This design comes from an exercise in tuning for small area and a short achievable clock period on the open sky130 flow, not from production work. Function was checked by simulation only, so behaviour that the tests miss may differ from the original. Power is estimated from default activity; no workload was simulated.

`flow/run.sh`:
```
#!/bin/bash
# synth_recipe.tcl (not shown) runs the flow's synth.tcl, then flattens the netlist and writes it again
# the make line also repeats each setting of config.mk as NAME=value (left out here)
make -C /OpenROAD-flow-scripts/flow DESIGN_CONFIG=/design/flow/config.mk WORK_HOME=/design/flow/orfs CLKGATE_MAP_FILE= SYNTH_SCRIPT=/design/flow/synth_recipe.tcl finish
```
`flow/config.mk`:
```
export PLATFORM = sky130hd
export DESIGN_NAME = cpu_top
export DESIGN_NICKNAME = cpu_top
export VERILOG_FILES = /design/flow/design.v
export SDC_FILE = /design/flow/constraint.sdc
export NUM_CORES = 4
export LEC_CHECK = 0
export CAP_MARGIN = 20
export CORE_MARGIN = 2
export CORE_UTILIZATION = 35
export CTS_BUF_LIST = sky130_fd_sc_hd__clkbuf_8 sky130_fd_sc_hd__clkbuf_16
export CTS_CLUSTER_DIAMETER = 60
export CTS_CLUSTER_SIZE = 24
export PLACE_DENSITY = 0.42
export SETUP_SLACK_MARGIN = 4
export SLEW_MARGIN = 20
export SYNTH_HIERARCHICAL = 1
export SYNTH_MINIMUM_KEEP_SIZE = 100
export TNS_END_PERCENT = 5
```
`flow/constraint.sdc`:
```
create_clock -name core_clock -period 12.0 [get_ports {clk}]
set_input_delay 2.4000 -clock core_clock [delete_from_list [all_inputs] [get_ports {clk}]]
set_output_delay 2.4000 -clock core_clock [all_outputs]
set_load 0.01 [all_outputs]
```
`flow/design.v`:
```
package cpu_pkg;
  localparam logic [5:0] OP_RTYPE = 6'b000000;
  localparam logic [5:0] OP_LW    = 6'b100011;
  localparam logic [5:0] OP_SW    = 6'b101011;
  localparam logic [5:0] OP_BEQ   = 6'b000100;
  localparam logic [5:0] OP_J     = 6'b000010;
  localparam logic [5:0] OP_JAL   = 6'b000011;
  localparam logic [5:0] OP_JR    = 6'b000101;  
  localparam logic [5:0] OP_ADDI  = 6'b001000;
  localparam logic [5:0] FUNCT_ADD = 6'b100000;
  localparam logic [5:0] FUNCT_SUB = 6'b100010;
  localparam logic [5:0] FUNCT_AND = 6'b100100;
  localparam logic [5:0] FUNCT_OR  = 6'b100101;
  localparam logic [5:0] FUNCT_SLT = 6'b101010;
endpackage
`timescale 1ns/100ps
module main_decoder (
  input  logic [5:0] opcode,
  input  logic [5:0] funct,
  input  logic       reset,
  output logic       alu_src,    
  output logic       sub,        
  output logic       sel_sum,    
  output logic       sel_and,
  output logic       sel_or,
  output logic       sel_slt,
  output logic       sel_mem,
  output logic       sel_link,
  output logic       reg_write,
  output logic       reg_dst,    
  output logic       mem_write,
  output logic       branch,
  output logic       jump,
  output logic       jump_reg,
  output logic       halted
);
  logic is_r, is_lw, is_sw, is_beq, is_j, is_jal, is_jr, is_addi;
  assign is_r    = (opcode == cpu_pkg::OP_RTYPE);
  assign is_lw   = (opcode == cpu_pkg::OP_LW);
  assign is_sw   = (opcode == cpu_pkg::OP_SW);
  assign is_beq  = (opcode == cpu_pkg::OP_BEQ);
  assign is_j    = (opcode == cpu_pkg::OP_J);
  assign is_jal  = (opcode == cpu_pkg::OP_JAL);
  assign is_jr   = (opcode == cpu_pkg::OP_JR);
  assign is_addi = (opcode == cpu_pkg::OP_ADDI);
  assign alu_src = opcode[5] | opcode[3];
  assign sub     = ~alu_src & (opcode[2] | funct[1]);
  assign sel_sum  = is_addi | (is_r & ((funct == cpu_pkg::FUNCT_ADD) | (funct == cpu_pkg::FUNCT_SUB)));
  assign sel_and  = is_r & (funct == cpu_pkg::FUNCT_AND);
  assign sel_or   = is_r & (funct == cpu_pkg::FUNCT_OR);
  assign sel_slt  = is_r & (funct == cpu_pkg::FUNCT_SLT);
  assign sel_mem  = is_lw;
  assign sel_link = is_jal;
  assign reg_write = ~reset & (is_r | is_addi | is_lw | is_jal);
  assign reg_dst   = is_r;
  assign mem_write = ~reset & is_sw;
  assign branch    = is_beq;
  assign jump      = is_j | is_jal;
  assign jump_reg  = is_jr;
  assign halted    = ~(is_r | is_lw | is_sw | is_beq | is_j | is_jal | is_jr | is_addi);
endmodule
`timescale 1ns/100ps
module alu (
  input  logic [31:0] a,
  input  logic [31:0] b,
  input  logic        sub,
  output logic [31:0] sum
);
  logic [31:0] bb, p, g, pp, c;
  assign bb = b ^ {32{sub}};
  assign p  = a ^ bb;
  always_comb begin
    g  = a & bb;
    pp = p;
    g[0] = g[0] | (p[0] & sub);    
    for (int l = 1; l < 32; l = l * 2) begin
      for (int i = 0; i < 32; i++) begin
        if ((i / l) % 2 == 1) begin
          g[i]  = g[i] | (pp[i] & g[(i / l) * l - 1]);
          pp[i] = pp[i] & pp[(i / l) * l - 1];
        end
      end
    end
    c = {g[30:0], sub};
  end
  assign sum = p ^ c;
endmodule
`timescale 1ns/100ps
module cpu_top (
  input  logic        clk,
  input  logic        reset,
  input  logic [31:0] imem_data,
  input  logic [31:0] dmem_rdata,
  output logic [31:0] imem_addr,
  output logic [31:0] dmem_addr,
  output logic [31:0] dmem_wdata,
  output logic        dmem_we,
  output logic        halted
);
  logic alu_src, sub, sel_sum, sel_and, sel_or, sel_slt, sel_mem, sel_link;
  logic reg_write, reg_dst, mem_write, branch, jump, jump_reg;
  main_decoder u_main_decoder (
    .opcode (imem_data[31:26]), .funct (imem_data[5:0]), .reset (reset),
    .alu_src (alu_src), .sub (sub), .sel_sum (sel_sum), .sel_and (sel_and),
    .sel_or (sel_or), .sel_slt (sel_slt), .sel_mem (sel_mem), .sel_link (sel_link),
    .reg_write (reg_write), .reg_dst (reg_dst), .mem_write (mem_write),
    .branch (branch), .jump (jump), .jump_reg (jump_reg), .halted (halted)
  );
  logic [4:0]  rs, rt, rd, write_addr;
  logic [31:0] imm_ext, rs_data, rt_data, alu_b, sum, write_data;
  logic [31:0] pc, pc_plus4, branch_target, pc_next;
  logic        zero;
  assign rs      = imem_data[25:21];
  assign rt      = imem_data[20:16];
  assign rd      = imem_data[15:11];
  assign imm_ext = {{16{imem_data[15]}}, imem_data[15:0]};
  logic [31:1][31:0] regs;
  logic [31:1]       valid;
  logic [31:1]       wsel, rsel1, rsel2;
  assign write_addr = sel_link ? 5'd31 : (reg_dst ? rd : rt);
  always_comb begin
    for (int i = 1; i < 32; i++) begin
      wsel[i]  = reg_write & (write_addr == 5'(i));
      rsel1[i] = valid[i] & (rs == 5'(i));
      rsel2[i] = valid[i] & (rt == 5'(i));
    end
  end
  always_ff @(posedge clk) begin
    if (reset) valid <= '0;
    else       valid <= valid | wsel;
  end
  for (genvar i = 1; i < 32; i++) begin : g_reg
    always_ff @(posedge clk) begin
      if (wsel[i]) regs[i] <= write_data;
    end
  end
  always_comb begin
    rs_data = '0;
    rt_data = '0;
    for (int i = 1; i < 32; i++) begin
      rs_data = rs_data | ({32{rsel1[i]}} & regs[i]);
      rt_data = rt_data | ({32{rsel2[i]}} & regs[i]);
    end
  end
  assign alu_b = alu_src ? imm_ext : rt_data;
  alu u_alu (.a (rs_data), .b (alu_b), .sub (sub), .sum (sum));
  assign zero = (sum == 32'd0);
  assign write_data = ({32{sel_sum}}  & sum)
                    | ({32{sel_and}}  & (rs_data & rt_data))
                    | ({32{sel_or}}   & (rs_data | rt_data))
                    | ({32{sel_mem}}  & dmem_rdata)
                    | ({32{sel_link}} & pc_plus4)
                    | {31'd0, sel_slt & sum[31]};
  assign pc_plus4      = pc + 32'd4;
  assign branch_target = pc_plus4 + {imm_ext[29:0], 2'b00};
  always_comb begin
    if (halted)              pc_next = pc;
    else if (jump_reg)       pc_next = rs_data;
    else if (jump)           pc_next = {pc_plus4[31:28], imem_data[25:0], 2'b00};
    else if (branch & zero)  pc_next = branch_target;
    else                     pc_next = pc_plus4;
  end
  always_ff @(posedge clk) begin
    if (reset) pc <= '0;
    else       pc <= pc_next;
  end
  assign imem_addr  = pc;
  assign dmem_addr  = sum;        
  assign dmem_wdata = rt_data;
  assign dmem_we    = mem_write;
endmodule
```
==> key figures, run 1 <==
Run status
  • Status: no timing/DRC/antenna violations

Detailed routing
  • Total number of vias: 46400
  • Starting DRT DRC Count: 9685
  • DRT Pass-1 Iters: 13
  • Vias per cell: 7.42
  • Routed Antenna Nets: 0
  • WL/cell: 49.8 um
  • Routed WL: 312000 um
  • DRC: 0

Floorplanning
  • Die Ht: 380 um
  • Die area: 145000 um2
  • Io pins: 164
  • Core box area: 141000 um2
  • Die width: 380 um
  • Placement Rows: 138
  • Starting Density: 35.1%

CTS
  • Clk Latency, worst-skew pair: 0.76 ns
  • Clock transition at the registers of the reported paths: 0.06 ns
  • TritonCTS buffer count: 107
  • Cts hold-fix bufs: 0
  • CTS tree: built
  • Clock tree root driver cell: clkbuf_16
  • CTS sink count: 1055
  • Maximum buffer depth of the clock tree: 3
  • H-tree Lvls: 3

Hold path
  • Min-delay worst type: reg2reg
  • Hold path depth: 2
  • Worst Hold Launch: valid[9]
  • Hold Path End: valid[9]

Placement
  • Number of port buffers: 163
  • Detailed Place HPWL: 181000 um
  • GPL Wtd Cong: 0.949

Synthesis
  • Synthesized area: 49600 um2
  • Sequential fraction of the synthesis area: 62.7%
  • EDFF count, synth: 992
  • Synth Register Bits: 1055
  • Netlist cell types: 93
  • Post-synth ARST share: 0%
  • Post-Syn Area per Cell: 13.1 um2
  • Ys flop type: edfxtp_1
  • Ys Warns: 8
  • Synth Instances: 3773
  • Post-Syn Nets: 3904

Timing
  • Final Hold Viols: 0
  • Max-slew headroom: 12.8%
  • Worst-margin pin slew: 1.31 ns
  • Final setup fails: 0
  • Hold Slack: 0.504 ns
  • Slew Limit Fails: 0
  • Fin crit share: 78.7%
  • Crit path time final: 9.45 ns
  • Fmax: 106 MHz
  • Unrepaired setup endpoints after global routing: true
  • Worst Skew: 0.0469 ns

Global routing
  • Initial antenna violation count: 24
  • First-pass GRT wire length: 405000 um
  • Largest net degree at the start of global routing: 69
  • Total gr overflow: 0
  • Vias in the first global route: 43300
  • Gr usage total: 41.6%

Worst setup path
  • Worst path required time: 9.60 ns
  • Top delay family on crit path: compound AO/OA/AOI/OAI gates
  • Top fanout value on the critical path: 21
  • Register-to-register setup slack: 4.88 ns
  • Stages on worst setup path: 20
  • Critical Path Max Stage Delay: 0.45 ns
  • Nature of the critical path endpoint: primary output
  • Critical path startpoint category: input port
  • CP Class: in2out
  • Worst-path cell chain: buf_12 > and3b_4 > and3_4 > buf_12 > a222oi_1 > nand3_1 > or3_4 > mux2_4 > xor2_1 > ha_4 > nand4_1 > buf_4 > a211oi_4 > o2111ai_4 > buf_12 > a2111oi_4 > buf_4 > o31a_1 > o311ai_4 > buf_2
  • WP data arrival: 7.05 ns
  • Worst R2R Path Depth: 29
  • Top cell by count, worst path: buf_12
  • Reg2reg end: pc[23]
  • Buf+Inv Stages, Crit Path: 6
  • Critical path's slowest cell: or3_4
  • Worst flop-to-flop path startpoint: valid[20]

Power
  • Leakage power: 21.8 nW
  • P per Cell Area: 129 nW/um2
  • Maximum vdd drop: 0.000109 V

Layout
  • Core Util, Final: 44.6%
  • Area Growth Syn to Fin: 27.0%
  • Share of cells above drive strength 1: 25.9%
  • Nets: 4390

Flow run
  • Max Cap Viol: 0
[per-stage QoR]
stage | TNS [ns] | cell area (um2) | cells | worst slack [ns] | power (W)
after detailed placement | -0.0781 | 54900 | 5779 | -0.0781 | 0.00442
after floorplan | 0 | 49800 | 3773 | 3.29 | 0.00425
after CTS | 0 | 62700 | 6228 | 2.67 | 0.00812
after global placement | -15.28 | 54800 | 5776 | -0.671 | 0.00442
after global routing | 0 | 62900 | 6240 | 2.51 | 0.00828
final | 0 | 62900 | 6258 | 2.55 | 0.00811
[flip-flops by register name (all words and copies together) (netlist names)]
register  count
regs        992
pc           32
valid        31
[modules after synthesis (local to each module, per instance)]
module	cells	flip-flops and latches
main_decoder	41	0
cpu_top	3501	1055
alu	231	0
[power by group]
part | total, W | leakage [nW] | internal (W) | switching [W]
Sequential | 0.00399 | 9.70 | 0.00398 | 0.00000913
Clock | 0.00371 | 1.87 | 0.00194 | 0.00177
Combinational | 0.000416 | 10.2 | 0.000169 | 0.000246
[synthesized netlist by cell type (all sizes together) (56+ instances only)]
| library cell | number | area share [%] |
|---|---|---|
| a21oi | 85 | 0.90 |
| a221oi | 230 | 4.2 |
| a222oi | 85 | 1.7 |
| a22o | 218 | 3.9 |
| a22oi | 470 | 7.1 |
| and3 | 74 | 0.97 |
| buf | 106 | 1.2 |
| clkbuf | 201 | 1.5 |
| dfxtp | 63 | 2.5 |
| edfxtp | 992 | 60 |
| ha | 59 | 1.5 |
| nand2 | 98 | 0.74 |
| nand3 | 231 | 2.3 |
| nand4 | 90 | 1.1 |
| nor2 | 188 | 1.5 |
| o21ai | 70 | 0.71 |
| xor2 | 56 | 0.99 |
[per-layer routing]
layer  wire (um)  track usage [%]
met3       47900             17.2
met1      115000             53.6
met2      125000             58.4
met4       22600             24.0
met5         149                0
[worst max-delay path by stage]
stage	slack, ns	endpoint	start
after detailed placement	-0.08	dmem_addr[24]	imem_data[17]
after global placement	-0.67	pc[29]	imem_data[17]
after CTS	2.67	dmem_addr[29]	imem_data[18]
final	2.55	dmem_addr[29]	imem_data[16]
after global routing	2.51	dmem_addr[29]	imem_data[16]
after floorplan	3.29	dmem_addr[26]	imem_data[19]
[area by class of cell]
cell class / count / area [um2]
Clock buffer: 108 / 2700
Antenna cell: 19 / 47.5
Sequential cell: 1055 / 31000
Timing Repair Buffer: 672 / 6410
Clock inverter: 91 / 1180
Fill cell: 12800 / 78100
Multi-Input combinational cell: 2383 / 19000
Tap cell: 1890 / 2360
Inverter: 40 / 150
[layout by cell type, fill, tap and decap left out, types with 49 or more instances in the layout]
cell type,netlist,routed
clkbuf_16,0,108
nand3_1,231,214
o21ai_0,60,56
a221oi_2,7,49
a22oi_1,470,470
nand2_1,98,94
a222oi_1,85,85
buf_4,4,412
a221oi_1,223,181
nor2_1,185,135
clkdlybuf4s50_1,0,125
buf_12,0,60
ha_1,59,49
dfxtp_1,63,63
xor2_1,56,53
nand4_1,89,89
a21oi_1,82,69
edfxtp_1,992,992
a22o_1,218,218
and3_4,3,65
[tightest hold or removal path: stages (launching register included)]
cell and delay (ns):
dfxtp_1 0.32, nor2_1 0.10, nor2_1 0.04
[kinds of logic after synthesis]
| kind of cell | share of synthesized area [%] |
|---|---|
| adders and majority gates | 1.73 |
| and+or+nand+nor | 9.52 |
| muxes | 0.480 |
| xor gates and xnor gates | 1.87 |
| buffers and inverters | 3.01 |
| AOI/OAI and AO/OA | 20.7 |
| DFF | 62.7 |
[timing repair]
item,4_1_cts,5_1_grt
endpoints found under the setup margin,993,98
gates resized for setup,535,10
pin swaps,148,17
cloned,17,1
setup buffers,233,10
==> run 2, diff against run 1 <==
--- a/flow/design.v
+++ b/flow/design.v
@@ -19,7 +19,7 @@
   input  logic [5:0] funct,
   input  logic       reset,
-  output logic       alu_src,    
   output logic       sub,        
   output logic       sel_sum,    
+  output logic       sel_addi,
   output logic       sel_and,
   output logic       sel_or,
@@ -44,7 +44,7 @@
   assign is_jr   = (opcode == cpu_pkg::OP_JR);
   assign is_addi = (opcode == cpu_pkg::OP_ADDI);
-  assign alu_src = opcode[5] | opcode[3];
-  assign sub     = ~alu_src & (opcode[2] | funct[1]);
-  assign sel_sum  = is_addi | (is_r & ((funct == cpu_pkg::FUNCT_ADD) | (funct == cpu_pkg::FUNCT_SUB)));
+  assign sub     = opcode[2] | funct[1];
+  assign sel_addi = is_addi;
+  assign sel_sum  = (is_r & ((funct == cpu_pkg::FUNCT_ADD) | (funct == cpu_pkg::FUNCT_SUB)));
   assign sel_and  = is_r & (funct == cpu_pkg::FUNCT_AND);
   assign sel_or   = is_r & (funct == cpu_pkg::FUNCT_OR);
@@ -61,17 +61,16 @@
 endmodule
 `timescale 1ns/100ps
-module alu (
+module prefix_add (
   input  logic [31:0] a,
   input  logic [31:0] b,
-  input  logic        sub,
+  input  logic        cin,
   output logic [31:0] sum
 );
-  logic [31:0] bb, p, g, pp, c;
-  assign bb = b ^ {32{sub}};
-  assign p  = a ^ bb;
+  logic [31:0] p, g, pp, c;
+  assign p = a ^ b;
   always_comb begin
-    g  = a & bb;
+    g  = a & b;
     pp = p;
-    g[0] = g[0] | (p[0] & sub);    
+    g[0] = g[0] | (p[0] & cin);
     for (int l = 1; l < 32; l = l * 2) begin
       for (int i = 0; i < 32; i++) begin
@@ -82,5 +81,5 @@
       end
     end
-    c = {g[30:0], sub};
+    c = {g[30:0], cin};
   end
   assign sum = p ^ c;
@@ -98,9 +97,9 @@
   output logic        halted
 );
-  logic alu_src, sub, sel_sum, sel_and, sel_or, sel_slt, sel_mem, sel_link;
+  logic sub, sel_sum, sel_addi, sel_and, sel_or, sel_slt, sel_mem, sel_link;
   logic reg_write, reg_dst, mem_write, branch, jump, jump_reg;
   main_decoder u_main_decoder (
     .opcode (imem_data[31:26]), .funct (imem_data[5:0]), .reset (reset),
-    .alu_src (alu_src), .sub (sub), .sel_sum (sel_sum), .sel_and (sel_and),
+    .sub (sub), .sel_sum (sel_sum), .sel_addi (sel_addi), .sel_and (sel_and),
     .sel_or (sel_or), .sel_slt (sel_slt), .sel_mem (sel_mem), .sel_link (sel_link),
     .reg_write (reg_write), .reg_dst (reg_dst), .mem_write (mem_write),
@@ -108,5 +107,5 @@
   );
   logic [4:0]  rs, rt, rd, write_addr;
-  logic [31:0] imm_ext, rs_data, rt_data, alu_b, sum, write_data;
+  logic [31:0] imm_ext, rs_data, rt_data, sum, addr, write_data;
   logic [31:0] pc, pc_plus4, branch_target, pc_next;
   logic        zero;
@@ -143,8 +142,9 @@
     end
   end
-  assign alu_b = alu_src ? imm_ext : rt_data;
-  alu u_alu (.a (rs_data), .b (alu_b), .sub (sub), .sum (sum));
+  prefix_add u_add_rr (.a (rs_data), .b (rt_data ^ {32{sub}}), .cin (sub), .sum (sum));
+  prefix_add u_add_ri (.a (rs_data), .b (imm_ext), .cin (1'b0), .sum (addr));
   assign zero = (sum == 32'd0);
   assign write_data = ({32{sel_sum}}  & sum)
+                    | ({32{sel_addi}} & addr)
                     | ({32{sel_and}}  & (rs_data & rt_data))
                     | ({32{sel_or}}   & (rs_data | rt_data))
@@ -166,5 +166,5 @@
   end
   assign imem_addr  = pc;
-  assign dmem_addr  = sum;        
+  assign dmem_addr  = addr;       
   assign dmem_wdata = rt_data;
   assign dmem_we    = mem_write;
--- a/flow/config.mk
+++ b/flow/config.mk
@@ -10,6 +10,6 @@
 export CORE_UTILIZATION = 35
 export CTS_BUF_LIST = sky130_fd_sc_hd__clkbuf_8 sky130_fd_sc_hd__clkbuf_16
-export CTS_CLUSTER_DIAMETER = 60
-export CTS_CLUSTER_SIZE = 24
+export CTS_CLUSTER_DIAMETER = 70
+export CTS_CLUSTER_SIZE = 30
 export PLACE_DENSITY = 0.42
 export SETUP_SLACK_MARGIN = 4
==> run 2 against run 1 <==
  * Setup slack better by 0.31 ns
  * Clock skew is 0.013 ns higher
  * Total power is 6.2% lower
  * Sequential cell count stayed put
  * Sequential power hardly changed
  * Critical endpoint is now dmem_addr[31]
  * First-iteration DRC count hardly changed
  * Still clean
  * Critical path depth is 1 lower
  * Utilization is 0.55 points lower
==> key figures, run 2 <==
Run status
  • Status: no timing/DRC/antenna violations (unchanged)

Global routing
  • Largest net degree at the start of global routing: 63 (was 69)
  • Gr usage total: 40.1% (was 41.6%)
  • Initial antenna violation count: 17 (was 24)
  • First-pass GRT wire length: 408000 um (was 405000 um)
  • Total gr overflow: 0 (unchanged)
  • Vias in the first global route: 44500 (was 43300)

Detailed routing
  • DRT Pass-1 Iters: 10 (was 13)
  • WL/cell: 47.0 um (was 49.8 um)
  • Starting DRT DRC Count: 9688 (was 9685)
  • Routed Antenna Nets: 0 (unchanged)
  • Total number of vias: 48300 (was 46400)
  • Vias per cell: 7.30 (was 7.42)
  • Routed WL: 311000 um (was 312000 um)
  • DRC: 0 (unchanged)

Placement
  • Detailed Place HPWL: 185000 um (was 181000 um)
  • GPL Wtd Cong: 0.956 (was 0.949)
  • Placed Cells: 6115 (was 5779)
  • Number of port buffers: 163 (unchanged)
  • DP Area: 56400 um2 (was 54900 um2)

Power
  • P per Cell Area: 119 nW/um2 (was 129 nW/um2)
  • Leakage power: 22.8 nW (was 21.8 nW)
  • Maximum vdd drop: 0.000128 V (was 0.000109 V)
  • Overall Power: 0.00761 W (was 0.00811 W)

Timing
  • Worst Skew: 0.0600 ns (was 0.0469 ns)
  • Slew Limit Fails: 0 (unchanged)
  • Final setup fails: 0 (unchanged)
  • Fin crit share: 76.2% (was 78.7%)
  • Max-slew headroom: 17.5% (was 12.8%)
  • Worst-margin pin slew: 1.24 ns (was 1.31 ns)
  • Final Hold Viols: 0 (unchanged)
  • Setup TNS: 0 ns (unchanged)
  • Fmax: 109 MHz (was 106 MHz)
  • Unrepaired setup endpoints after global routing: true (unchanged)
  • Crit path time final: 9.14 ns (was 9.45 ns)

Worst setup path
  • Critical path startpoint category: input port (unchanged)
  • Nature of the critical path endpoint: primary output (unchanged)
  • CP Class: in2out (unchanged)
  • WP data arrival: 6.74 ns (was 7.05 ns)
  • Top fanout value on the critical path: 13 (was 21)
  • Worst path required time: 9.60 ns (about the same)

Synthesis
  • Post-Syn Area per Cell: 12.5 um2 (was 13.1 um2)
  • Post-synth ARST share: 0% (unchanged)
  • Synthesized area: 51300 um2 (was 49600 um2)
  • Ys Warns: 8 (unchanged)
  • Sequential fraction of the synthesis area: 60.5% (was 62.7%)
  • EDFF count, synth: 992 (unchanged)
  • List of most frequent post-synthesis cells: edfxtp_1 (992), a22oi_1 (676), nand2_1 (241) (was edfxtp_1 (992), a22oi_1 (470), nand3_1 (231))
  • Netlist cell types: 86 (was 93)
  • Synth top area share: 58.1% (was 60.1%)
  • Synth Instances: 4098 (was 3773)
  • Post-Syn Nets: 4265 (was 3904)
  • Synth Register Bits: 1055 (unchanged)
  • Synth area leader: edfxtp_1 (unchanged)
  • Synth area leaders: edfxtp_1 (58%), a22oi_1 (9.9%), dfxtp_1 (2.5%), ha_1 (2.1%), nand3_1 (2.1%) (was edfxtp_1 (60%), a22oi_1 (7.1%), a221oi_1 (3.9%), a22o_1 (3.9%), dfxtp_1 (2.5%))
  • Ys flop type: edfxtp_1 (unchanged)
  • Most common cell in the synthesized netlist: edfxtp_1 (unchanged)

CTS
  • H-tree Lvls: 3 (unchanged)
  • Maximum buffer depth of the clock tree: 3 (unchanged)
  • Clk Latency, worst-skew pair: 0.77 ns (was 0.76 ns)
  • TritonCTS buffer count: 85 (was 107)
  • CTS sink count: 1055 (unchanged)
  • CTS tree: built (unchanged)
  • Clock transition at the registers of the reported paths: 0.08 ns (was 0.06 ns)
  • Clock tree root driver cell: clkbuf_16 (unchanged)

Floorplanning
  • Core box area: 146000 um2 (was 141000 um2)
  • Die width: 387 um (was 380 um)
  • Io pins: 164 (unchanged)
  • Die area: 150000 um2 (was 145000 um2)
  • Starting Density: 35.2% (was 35.1%)
  • Placement Rows: 140 (was 138)
  • Die Ht: 387 um (was 380 um)

Layout
  • Share of cells above drive strength 1: 23.6% (was 25.9%)
  • Area Growth Syn to Fin: 25.0% (was 27.0%)
  • Max reg flops: 992 (unchanged)
  • FF+latch area: 31000 um2 (unchanged)
  • # fillers: 13300 (was 12800)
  • Final cell count without fillers: 6627 (was 6258)
  • Final Instance Area: 64100 um2 (was 62900 um2)
  • Commonest cells after routing, fill and taps aside: edfxtp_1 (992), a22oi_1 (667), buf_4 (496), nand2_1 (230), nand3_1 (207) (was edfxtp_1 (992), a22oi_1 (470), buf_4 (412), a22o_1 (218), nand3_1 (214))
  • Largest reg by FF count: regs (unchanged)
  • Commonest non-fill, non-tap cell in the layout: edfxtp_1 (unchanged)
  • Regs by FF count: regs: 992 flops, pc: 32 flops, valid: 31 flops (unchanged)
  • Nets: 4790 (was 4390)
  • Multi-input logic area: 20300 um2 (was 19000 um2)

Hold path
  • Min-delay worst type: reg2reg (unchanged)

Flow run
  • Max Cap Viol: 0 (unchanged)
run 2: metal layers:
metal	routed length (um)	track usage, %	vias to the layer above	share of wire [%]
met5	52	0	-	0.017
met4	22100	23.2	8	7.1
met3	44700	14.1	1176	14
met2	130000	58.2	4932	42
met1	114000	51.7	24300	37
li1	-	-	17900	-
run 2: timing repair:
item / CTS / global route
resized for setup: 493 / 38
hold buffers: 0 / 0
setup endpoints to repair: 931 / 129
cloned: 12 / 0
pin swaps: 142 / 46
buffers inserted: 292 / 34
run 2: power by group:
group	total, W	internal, W	switching, W	leakage (nW)
clock	0.00329	0.00153	0.00176	1.56
combinational	0.000340	0.000134	0.000206	11.7
sequential	0.00399	0.00398	0.00000921	9.56
run 2: critical path: stages:
cell      delay, ns
buf_12         0.10
buf_8          0.11
and3b_4        0.24
buf_6          0.13
and2_4         0.20
buf_4          0.16
buf_6          0.21
a222oi_1       0.34
nand3_1        0.21
or4_4          0.68
ha_1           0.39
and4_1         0.24
and2_1         0.17
a22oi_2        0.29
a211oi_4       0.09
buf_12         0.14
a21oi_4        0.17
mux2i_2        0.25
buf_2          0.16
run 2: worst paths after layout:
| path | slack [ns] | end | start | cells after the start |
|---|---|---|---|---|
| hold / removal | 0.51 | pc[27] | pc[27] | 2 |
| setup reg to reg | 5.01 | pc[29] | valid[20] | 30 |
| hold reg to reg | 0.51 | pc[27] | pc[27] | 2 |
| setup / recovery | 2.86 | dmem_addr[31] | imem_data[25] | 19 |
run 2: through the flow:
stage / hold WS (ns) / setup WS [ns] / util, %
after floorplan: 0.444 / 3.68 / -
after CTS: 0.504 / 2.91 / 43.7
after global routing: 0.522 / 2.79 / 44.0
after global placement: 0.470 / 0.927 / 38.7
after detailed placement: 0.475 / 0.844 / 38.7
final: 0.509 / 2.86 / 44.1
run 2: layout make-up:
cell class | count | area share [%]
timing repair buffer | 750 | 10.7
tap | 1917 | 3.74
clock buffer | 88 | 3.43
antenna | 14 | 0.0546
sequential | 1055 | 48.4
clock inverter | 72 | 1.66
inverter | 62 | 0.369
multi-input combinational | 2669 | 31.6
run 2: cell families after synthesis:
kind of cell / after synthesis / share of synthesized area (%)
adders and majority gates: 101 / 2.65
muxes: 10 / 0.195
and+or+nand+nor: 1101 / 11.4
xor gates and xnor gates: 125 / 2.13
buffers and inverters: 380 / 3.17
DFF: 1055 / 60.5
AOI/OAI and AO/OA: 1325 / 19.9
other: 1 / 0.00731
run 2: Yosys stat by module (local to each module, per instance):
module | cells | times used | flops+latches
cpu_top | 3698 | 1 | 1055
main_decoder | 36 | 1 | 0
prefix_add | 182 | 2 | 0
==> run 3, diff against run 2 <==
==> flow/flow/run.sh (new file) <==
#!/bin/bash
set -euo pipefail
cd "$(dirname "$0")/.."
CTS="-sink_clustering_enable -repair_clock_nets -dont_use_dummy_load"
CTS="$CTS -sink_clustering_size 30 -sink_clustering_max_diameter 80"
CTS="$CTS -buf_list {sky130_fd_sc_hd__clkbuf_8 sky130_fd_sc_hd__clkbuf_16}"
bash standard.sh "CTS_ARGS=$CTS" finish > standard_flow.log 2>&1
==> flow/standard.sh (new file) <==
#!/bin/bash
# synth_recipe.tcl (not shown) runs the flow's synth.tcl, then flattens the netlist and writes it again
# the make line also repeats each setting of config.mk as NAME=value (left out here)
make -C /OpenROAD-flow-scripts/flow DESIGN_CONFIG=/design/flow/config.mk WORK_HOME=/design/flow/orfs CLKGATE_MAP_FILE= SYNTH_SCRIPT=/design/flow/synth_recipe.tcl "${@:-finish}"
--- a/flow/config.mk
+++ b/flow/config.mk
@@ -10,8 +10,8 @@
 export CORE_UTILIZATION = 35
 export CTS_BUF_LIST = sky130_fd_sc_hd__clkbuf_8 sky130_fd_sc_hd__clkbuf_16
-export CTS_CLUSTER_DIAMETER = 70
+export CTS_CLUSTER_DIAMETER = 80
 export CTS_CLUSTER_SIZE = 30
 export PLACE_DENSITY = 0.42
-export SETUP_SLACK_MARGIN = 4
+export SETUP_SLACK_MARGIN = 3
 export SLEW_MARGIN = 20
 export SYNTH_HIERARCHICAL = 1
removed: flow/run.sh
==> run 3 against run 2 <==
  * Worst hold slack worse by 0.0024 ns
  * Total power is 13% lower
  * Sequential power hardly changed
  * Critical path depth is 1 lower
  * Non-clock buffer count is 122 lower
  * Fmax is 0.67% lower
  * Clock power is 29% lower
  * Cell count is 3.3% lower
==> key figures, run 3 <==
Timing
  • Worst Skew: 0.0996 ns (was 0.0600 ns)
  • Final setup fails: 0 (unchanged)
  • Unrepaired setup endpoints after global routing: true (unchanged)
  • Final Hold Viols: 0 (unchanged)
  • Slew Limit Fails: 0 (unchanged)
  • Max-slew headroom: 19.7% (was 17.5%)
  • Crit path time final: 9.20 ns (was 9.14 ns)
  • Setup TNS: 0 ns (unchanged)
  • Worst-margin pin slew: 1.19 ns (was 1.24 ns)
  • Fin crit share: 76.7% (was 76.2%)
  • Fin worst setup slack: 2.80 ns (was 2.86 ns)
  • Fmax: 109 MHz (about the same)

Placement
  • Number of port buffers: 163 (unchanged)
  • GPL Wtd Cong: 0.980 (was 0.956)
  • Detailed Place HPWL: 189000 um (was 185000 um)
  • Dpl ws: 0.700 ns (was 0.844 ns)

Hold path
  • Min-delay worst type: reg2reg (unchanged)

Synthesis
  • Synth area leader: edfxtp_1 (unchanged)
  • Ys Warns: 8 (unchanged)
  • Ys flop type: edfxtp_1 (unchanged)
  • Sequential fraction of the synthesis area: 60.5% (unchanged)
  • Synth area leaders: edfxtp_1 (58%), a22oi_1 (9.9%), dfxtp_1 (2.5%), ha_1 (2.1%), nand3_1 (2.1%) (unchanged)
  • Synthesized area: 51300 um2 (unchanged)
  • Synth Instances: 4098 (unchanged)
  • List of most frequent post-synthesis cells: edfxtp_1 (992), a22oi_1 (676), nand2_1 (241) (unchanged)
  • Most common cell in the synthesized netlist: edfxtp_1 (unchanged)
  • Post-synth ARST share: 0% (unchanged)
  • Synth top area share: 58.1% (unchanged)
  • Synth Register Bits: 1055 (unchanged)
  • Netlist cell types: 86 (unchanged)
  • Post-Syn Area per Cell: 12.5 um2 (unchanged)
  • Post-Syn Nets: 4265 (unchanged)
  • EDFF count, synth: 992 (unchanged)

Detailed routing
  • Routed WL: 307000 um (was 311000 um)
  • WL/cell: 47.9 um (was 47.0 um)
  • Starting DRT DRC Count: 9190 (was 9688)
  • Total number of vias: 47000 (was 48300)
  • DRT Pass-1 Iters: 14 (was 10)
  • Vias per cell: 7.34 (was 7.30)
  • DRC: 0 (unchanged)
  • Routed Antenna Nets: 0 (unchanged)

Global routing
  • Gr usage total: 39.3% (was 40.1%)
  • Initial antenna violation count: 10 (was 17)
  • Largest net degree at the start of global routing: 63 (unchanged)
  • Vias in the first global route: 43000 (was 44500)
  • First-pass GRT wire length: 399000 um (was 408000 um)
  • Total gr overflow: 0 (unchanged)

Worst setup path
  • Buf+Inv Stages, Crit Path: 6 (was 7)
  • Top delay family on crit path: simple AND/OR/NAND/NOR gates (unchanged)
  • Worst path required time: 9.60 ns (about the same)
  • WP data arrival: 6.80 ns (was 6.74 ns)
  • Critical path startpoint category: input port (unchanged)
  • Top fanout value on the critical path: 14 (was 13)
  • Critical path's slowest cell: or4_4 (unchanged)
  • CP Class: in2out (unchanged)
  • Nature of the critical path endpoint: primary output (unchanged)
  • Worst-path cell chain: buf_12 > buf_4 > and3b_4 > and2_4 > buf_6 > buf_4 > a222oi_1 > nand3_1 > or4_4 > ha_2 > a211oi_2 > o21bai_2 > a211oi_4 > buf_4 > a21oi_2 > or4_1 > nand3_2 > clkdlybuf4s15_2 (was buf_12 > buf_8 > and3b_4 > buf_6 > and2_4 > buf_4 > buf_6 > a222oi_1 > nand3_1 > or4_4 > ha_1 > and4_1 > and2_1 > a22oi_2 > a211oi_4 > buf_12 > a21oi_4 > mux2i_2 > buf_2)
  • Critical Path Max Stage Delay: 0.63 ns (was 0.68 ns)
  • Top cell by count, worst path: buf_4

Power
  • P per Cell Area: 108 nW/um2 (was 119 nW/um2)
  • Leakage power: 21.3 nW (was 22.8 nW)
  • Maximum vdd drop: 0.0000960 V (was 0.000128 V)
  • Overall Power: 0.00661 W (was 0.00761 W)

Layout
  • Commonest cells after routing, fill and taps aside: edfxtp_1 (992), a22oi_1 (672), buf_4 (408), nand2_1 (233), nand3_1 (206) (was edfxtp_1 (992), a22oi_1 (667), buf_4 (496), nand2_1 (230), nand3_1 (207))
  • Area Growth Syn to Fin: 19.0% (was 25.0%)
  • Share of cells above drive strength 1: 18.2% (was 23.6%)
  • Largest reg by FF count: regs (unchanged)
  • # fillers: 13600 (was 13300)
  • Commonest non-fill, non-tap cell in the layout: edfxtp_1 (unchanged)
  • Multi-input logic area: 19900 um2 (was 20300 um2)
  • Nets: 4653 (was 4790)
  • FF+latch area: 31000 um2 (unchanged)
  • Regs by FF count: regs: 992 flops, pc: 32 flops, valid: 31 flops (unchanged)
  • Core Util, Final: 42.0% (was 44.1%)
  • Max reg flops: 992 (unchanged)

CTS
  • Clk Latency, worst-skew pair: 0.73 ns (was 0.77 ns)
  • Maximum buffer depth of the clock tree: 3 (unchanged)
  • H-tree Lvls: 3 (unchanged)
  • Clock transition at the registers of the reported paths: 0.05 ns (was 0.08 ns)
  • Clock tree root driver cell: clkbuf_16 (unchanged)
  • TritonCTS buffer count: 71 (was 85)
  • CTS sink count: 1055 (unchanged)
  • Cts hold-fix bufs: 0 (unchanged)
  • CTS tree: built (unchanged)

Floorplanning
  • Io pins: 164 (unchanged)
  • Core box area: 146000 um2 (unchanged)
  • Placement Rows: 140 (unchanged)
  • Die area: 150000 um2 (unchanged)
  • Starting Density: 35.2% (unchanged)
  • Die Ht: 387 um (unchanged)
  • Die width: 387 um (unchanged)

Run status
  • Status: no timing/DRC/antenna violations (unchanged)

Flow run
  • Max Cap Viol: 0 (unchanged)
run 3: cell counts after synthesis:
Identical to the previous run, type by type.
run 3: worst register-to-register path: cells and delay by family (launching register included):
family,cells,cell delay (ns)
AND/OR/NAND/NOR,9,2.28
flip-flops,1,0.44
adder cells (fa/ha/maj),1,0.33
XOR/XNOR,1,0.18
AO/OA/AOI/OAI,9,2.15
buffers and inverters,8,1.58
run 3: where the power goes:
group / switching [W] / internal [W]
Sequential: 0.00000868 / 0.00398
Clock: 0.00127 / 0.00105
Combinational: 0.000194 / 0.000114
run 3: repair_timing:
action,CTS,global route
buffers inserted,136,38
cloned,6,2
setup endpoints to repair,114,56
pin swaps,68,34
resized for setup,268,60
run 3: final timing paths:
kind	start	to	slack, ns	cells past startpoint
min	pc[27]	pc[27]	0.51	2
max	imem_data[25]	dmem_addr[26]	2.80	18
min reg2reg	pc[27]	pc[27]	0.51	2
max reg2reg	valid[16]	pc[15]	4.85	28
run 3: final cells by class:
cell class | instances | share of cell area (%)
antenna | 5 | 0.0205
clock buffer | 71 | 2.91
inverter | 62 | 0.381
multi-input combinational | 2668 | 32.6
sequential | 1055 | 50.8
tap | 1917 | 3.93
timing repair buffer | 628 | 9.31
run 3: metal layers:
layer | GRT usage, % | vias up | part of all wire [%]
met5 | 0 | - | 0.027
met4 | 20.0 | 12 | 6.3
met3 | 12.9 | 1014 | 14
met2 | 57.8 | 4514 | 42
met1 | 51.8 | 23900 | 38
li1 | - | 17600 | -
run 3: metrics by stage:
| stage | cell area [um2] | hold slack [ns] | cells |
|---|---|---|---|
| finish | 61100 | 0.507 | 6406 |
| global route | 61100 | 0.539 | 6401 |
| CTS | 60500 | 0.503 | 6361 |
| detailed placement | 56600 | 0.481 | 6148 |
| global placement | 56600 | 0.475 | 6146 |
| floorplan | 51300 | 0.446 | 4098 |
run 3: logic make-up (layout without fill, tap and decap cells):
logic type      count (synthesis)  count (layout)  share of synthesized area (%)
mux                            10              10                          0.195
simple gates                 1101            1106                           11.4
buf+inv                       380             761                           3.17
fa+ha+maj                     101             101                           2.65
compound gates               1325            1325                           19.9
xor+xnor                      125             125                           2.13
flops                        1055            1055                           60.5
other cells                     1               6                        0.00731
run 3: per-module statistics from Yosys, one instance, submodules excluded:
module / cells / times used / area, um2
prefix_add: 182 / 2 / 1420
cpu_top: 3698 / 1 / 48200
main_decoder: 36 / 1 / 216
==> run 4, diff against run 3 <==
--- a/flow/config.mk
+++ b/flow/config.mk
@@ -17,3 +17,3 @@
 export SYNTH_HIERARCHICAL = 1
 export SYNTH_MINIMUM_KEEP_SIZE = 100
-export TNS_END_PERCENT = 5
+export TNS_END_PERCENT = 10
==> run 4 against run 3 <==
  * Area after synthesis unchanged
  * Clock skew decreased by 0.0011 ns
  * Synthesized cell count unchanged
  * Non-clock buffer count decreased by 1
  * Routed wire length about the same
  * Sequential share of layout area about the same
  * Total power about the same
  * Via count increased by 0.17%
  * Fmax increased by 0.30%
  * Cell area about the same
  * Worst hold slack got worse by 0.0030 ns
  * Critical endpoint is now dmem_addr[30]
  * Largest cell class unchanged
  * Largest power group unchanged
==> key figures, run 4 <==
Floorplanning
  • Die Ht: 387 um (unchanged)
  • Placement Rows: 140 (unchanged)
  • Starting Density: 35.2% (unchanged)
  • Core box area: 146000 um2 (unchanged)
  • Die area: 150000 um2 (unchanged)
  • Die width: 387 um (unchanged)
  • Io pins: 164 (unchanged)

Layout
  • Share of cells above drive strength 1: 18.2% (about the same)
  • Regs by FF count: regs: 992 flops, pc: 32 flops, valid: 31 flops (unchanged)
  • Largest reg by FF count: regs (unchanged)
  • Core Util, Final: 42.0% (about the same)
  • Final Instance Area: 61100 um2 (about the same)
  • Area Growth Syn to Fin: 19.1% (was 19.0%)
  • Commonest cells after routing, fill and taps aside: edfxtp_1 (992), a22oi_1 (672), buf_4 (406), nand2_1 (234), nand3_1 (206) (was edfxtp_1 (992), a22oi_1 (672), buf_4 (408), nand2_1 (233), nand3_1 (206))
  • Max reg flops: 992 (unchanged)
  • Commonest non-fill, non-tap cell in the layout: edfxtp_1 (unchanged)
  • Nets: 4652 (was 4653)

Global routing
  • Initial antenna violation count: 10 (unchanged)
  • First-pass GRT wire length: 399000 um (about the same)
  • Total gr overflow: 0 (unchanged)
  • Top Usage Layer GRT: met2 (unchanged)
  • Largest net degree at the start of global routing: 63 (unchanged)
  • Met2 usage: 57.7% (was 57.8%)
  • Met1 Usage GRT: 51.8% (about the same)
  • M3 GR Usage: 12.9% (about the same)
  • Gr usage total: 39.3% (about the same)
  • Vias in the first global route: 43000 (about the same)

CTS
  • Clock tree root driver cell: clkbuf_16 (unchanged)
  • Clk Latency, worst-skew pair: 0.73 ns (about the same)
  • H-tree Lvls: 3 (unchanged)
  • Maximum buffer depth of the clock tree: 3 (unchanged)
  • CTS sink count: 1055 (unchanged)
  • Cts hold-fix bufs: 0 (unchanged)
  • TritonCTS buffer count: 71 (unchanged)
  • CTS tree: built (unchanged)
  • Clock transition at the registers of the reported paths: 0.05 ns (about the same)

Worst setup path
  • WP data arrival: 6.77 ns (was 6.80 ns)
  • CP Class: in2out (unchanged)
  • Nature of the critical path endpoint: primary output (unchanged)
  • Worst path required time: 9.60 ns (about the same)
  • Critical Path Max Stage Delay: 0.66 ns (was 0.63 ns)
  • Critical path startpoint category: input port (unchanged)
  • Top fanout value on the critical path: 10 (was 14)
  • Critical Path Start: imem_data[25] (unchanged)
  • Top cell by count, worst path: buf_4 (unchanged)
  • Worst flop-to-flop path startpoint: valid[16] (unchanged)
  • Worst-path cell chain: buf_12 > buf_4 > and3b_4 > buf_12 > and2_4 > buf_4 > buf_4 > a22oi_1 > nand3_1 > or4_4 > ha_4 > nand2_1 > a2111oi_4 > buf_12 > a211oi_4 > buf_4 > a211oi_4 > buf_4 > o41ai_4 > xnor2_1 > buf_2 (was buf_12 > buf_4 > and3b_4 > and2_4 > buf_6 > buf_4 > a222oi_1 > nand3_1 > or4_4 > ha_2 > a211oi_2 > o21bai_2 > a211oi_4 > buf_4 > a21oi_2 > or4_1 > nand3_2 > clkdlybuf4s15_2)
  • Critical path's slowest cell: or4_4 (unchanged)

Synthesis
  • Most common cell in the synthesized netlist: edfxtp_1 (unchanged)
  • Netlist cell types: 86 (unchanged)
  • Sequential fraction of the synthesis area: 60.5% (unchanged)
  • Synth Register Bits: 1055 (unchanged)
  • Synth top area share: 58.1% (unchanged)
  • Synth Instances: 4098 (unchanged)
  • Synth area leader: edfxtp_1 (unchanged)
  • Post-Syn Nets: 4265 (unchanged)
  • Synthesized area: 51300 um2 (unchanged)
  • List of most frequent post-synthesis cells: edfxtp_1 (992), a22oi_1 (676), nand2_1 (241) (unchanged)
  • Ys Warns: 8 (unchanged)
  • EDFF count, synth: 992 (unchanged)
  • Post-Syn Area per Cell: 12.5 um2 (unchanged)
  • Post-synth ARST share: 0% (unchanged)
  • Ys flop type: edfxtp_1 (unchanged)
  • Synth area leaders: edfxtp_1 (58%), a22oi_1 (9.9%), dfxtp_1 (2.5%), ha_1 (2.1%), nand3_1 (2.1%) (unchanged)

Timing
  • Fin crit share: 76.4% (was 76.7%)
  • Final Hold Viols: 0 (unchanged)
  • Worst Skew: 0.0984 ns (was 0.0996 ns)
  • Slew Limit Fails: 0 (unchanged)
  • Hold Slack: 0.504 ns (was 0.507 ns)
  • Setup TNS: 0 ns (unchanged)
  • Worst-margin pin slew: 1.21 ns (was 1.19 ns)
  • Max-slew headroom: 19.6% (was 19.7%)
  • Crit path time final: 9.17 ns (was 9.20 ns)
  • Unrepaired setup endpoints after global routing: true (unchanged)
  • Fmax: 109 MHz (about the same)
  • Final setup fails: 0 (unchanged)
  • Fin worst setup slack: 2.83 ns (was 2.80 ns)

Power
  • P per Cell Area: 108 nW/um2 (about the same)
  • Maximum vdd drop: 0.0000957 V (was 0.0000960 V)
  • Leakage power: 21.3 nW (about the same)

Detailed routing
  • DRC: 0 (unchanged)
  • Total number of vias: 47100 (was 47000)
  • Routed Antenna Nets: 0 (unchanged)
  • Vias per cell: 7.35 (was 7.34)
  • Starting DRT DRC Count: 9278 (was 9190)
  • WL/cell: 47.9 um (about the same)
  • Routed WL: 307000 um (about the same)
  • DRT Pass-1 Iters: 12 (was 14)

Placement
  • DP Area: 56600 um2 (unchanged)
  • Detailed Place HPWL: 189000 um (unchanged)
  • GPL Wtd Cong: 0.980 (unchanged)
  • Dpl ws: 0.700 ns (unchanged)
  • Number of port buffers: 163 (unchanged)

Flow run
  • Max Cap Viol: 0 (unchanged)

Hold path
  • Worst Hold Launch: pc[27] (unchanged)
  • Min-delay worst type: reg2reg (unchanged)

Run status
  • Status: no timing/DRC/antenna violations (unchanged)
[run 4: cell counts after synthesis]
No cell type changed its count.
[run 4: stage by stage]
stage / power, W / std cells
floorplan: 0.00422 / 4098
global placement: 0.00435 / 6146
detailed placement: 0.00435 / 6148
CTS: 0.00661 / 6362
global route: 0.00675 / 6400
finish: 0.00662 / 6409
[run 4: cell families after synthesis]
kind of cell,Yosys count,share of synthesized area [%]
AOI/OAI and AO/OA,1325,19.9
and+or+nand+nor,1101,11.4
DFF,1055,60.5
buffers and inverters,380,3.17
xor gates and xnor gates,125,2.13
adders and majority gates,101,2.65
muxes,10,0.195
other,1,0.00731
[run 4: timing repair]
| item | in CTS | in global routing |
|---|---|---|
| endpoints found under the setup margin | 114 | 56 |
| pin swaps | 70 | 33 |
| buffers inserted | 137 | 36 |
| cloned | 6 | 2 |
| resized for setup | 278 | 52 |
[run 4: final timing paths]
kind              cells past startpoint  slack (ns)            end
setup / recovery                     21        2.83  dmem_addr[30]
hold reg to reg                       2        0.50         pc[27]
hold / removal                        2        0.50         pc[27]
setup reg to reg                     28        4.87         pc[15]
[run 4: final cells by class]
type / instances / area (um2)
Sequential cell: 1055 / 31000
Timing Repair Buffer: 627 / 5690
Multi-Input combinational cell: 2668 / 19900
Tap cell: 1917 / 2400
Fill cell: 13600 / 84500
Clock buffer: 71 / 1780
Inverter: 62 / 233
Antenna cell: 9 / 22.5
[run 4: per-layer routing]
layer,share of wire [%],routed length (um)
met5,0.030,92
met4,6.4,19700
met3,14,42100
met2,42,128000
met1,38,116000
[run 4: worst max-delay path: cells and delay by family]
kind	cells	cell delay (ns)
AO/OA/AOI/OAI	5	1.04
AND/OR/NAND/NOR	5	1.34
buffers and inverters	9	1.43
XOR/XNOR	1	0.21
adder cells (fa/ha/maj)	1	0.34
[run 4: report_power, final]
group	internal, W	switching [W]	total [W]
Sequential	0.00398	0.00000866	0.00399
Clock	0.00105	0.00127	0.00232
Combinational	0.000114	0.000193	0.000308
Total	0.00514	0.00147	0.00662
[run 4: modules after synthesis (local to each module, per instance)]
module | copies in the design | area [um2] | flops+latches | cells inside
main_decoder | 1 | 216 | 0 | 36
cpu_top | 1 | 48200 | 1055 | 3698
prefix_add | 2 | 1420 | 0 | 182

==> what the ideal ports hide <==
How much do the figures lean on ideal ports? The routed layouts below were timed once more, with nothing changed but the port constraints. Step 1, drivers: a clkbuf_16 drives clk and a buf_2 each remaining input, both assumed. Step 2 times the ports against the registers' clock, not the clock port: input delays grow and output delays shrink by t, the midpoint of the rising clock arrivals with the driver on. Slacks: ideal / step 1 / step 2; pairs: ideal / step 1.
| run | t, ns | slack for setup (ns) | worst setup path at the end |
|---|---|---|---|
| run 1 | 0.820 | 2.553 / 2.365 / 2.365 | input to output |
| run 2 | 0.823 | 2.861 / 2.792 / 2.792 | input to output |
| run 3 | 0.770 | 2.800 / 2.751 / 2.354 | input to register |
| run 4 | 0.767 | 2.827 / 2.762 / 2.328 | input to register |
After both steps every run listed still meets setup and hold. The setup slack of run 4, which loses most, moves by -0.065 ns with the drivers and by -0.499 ns with both steps.
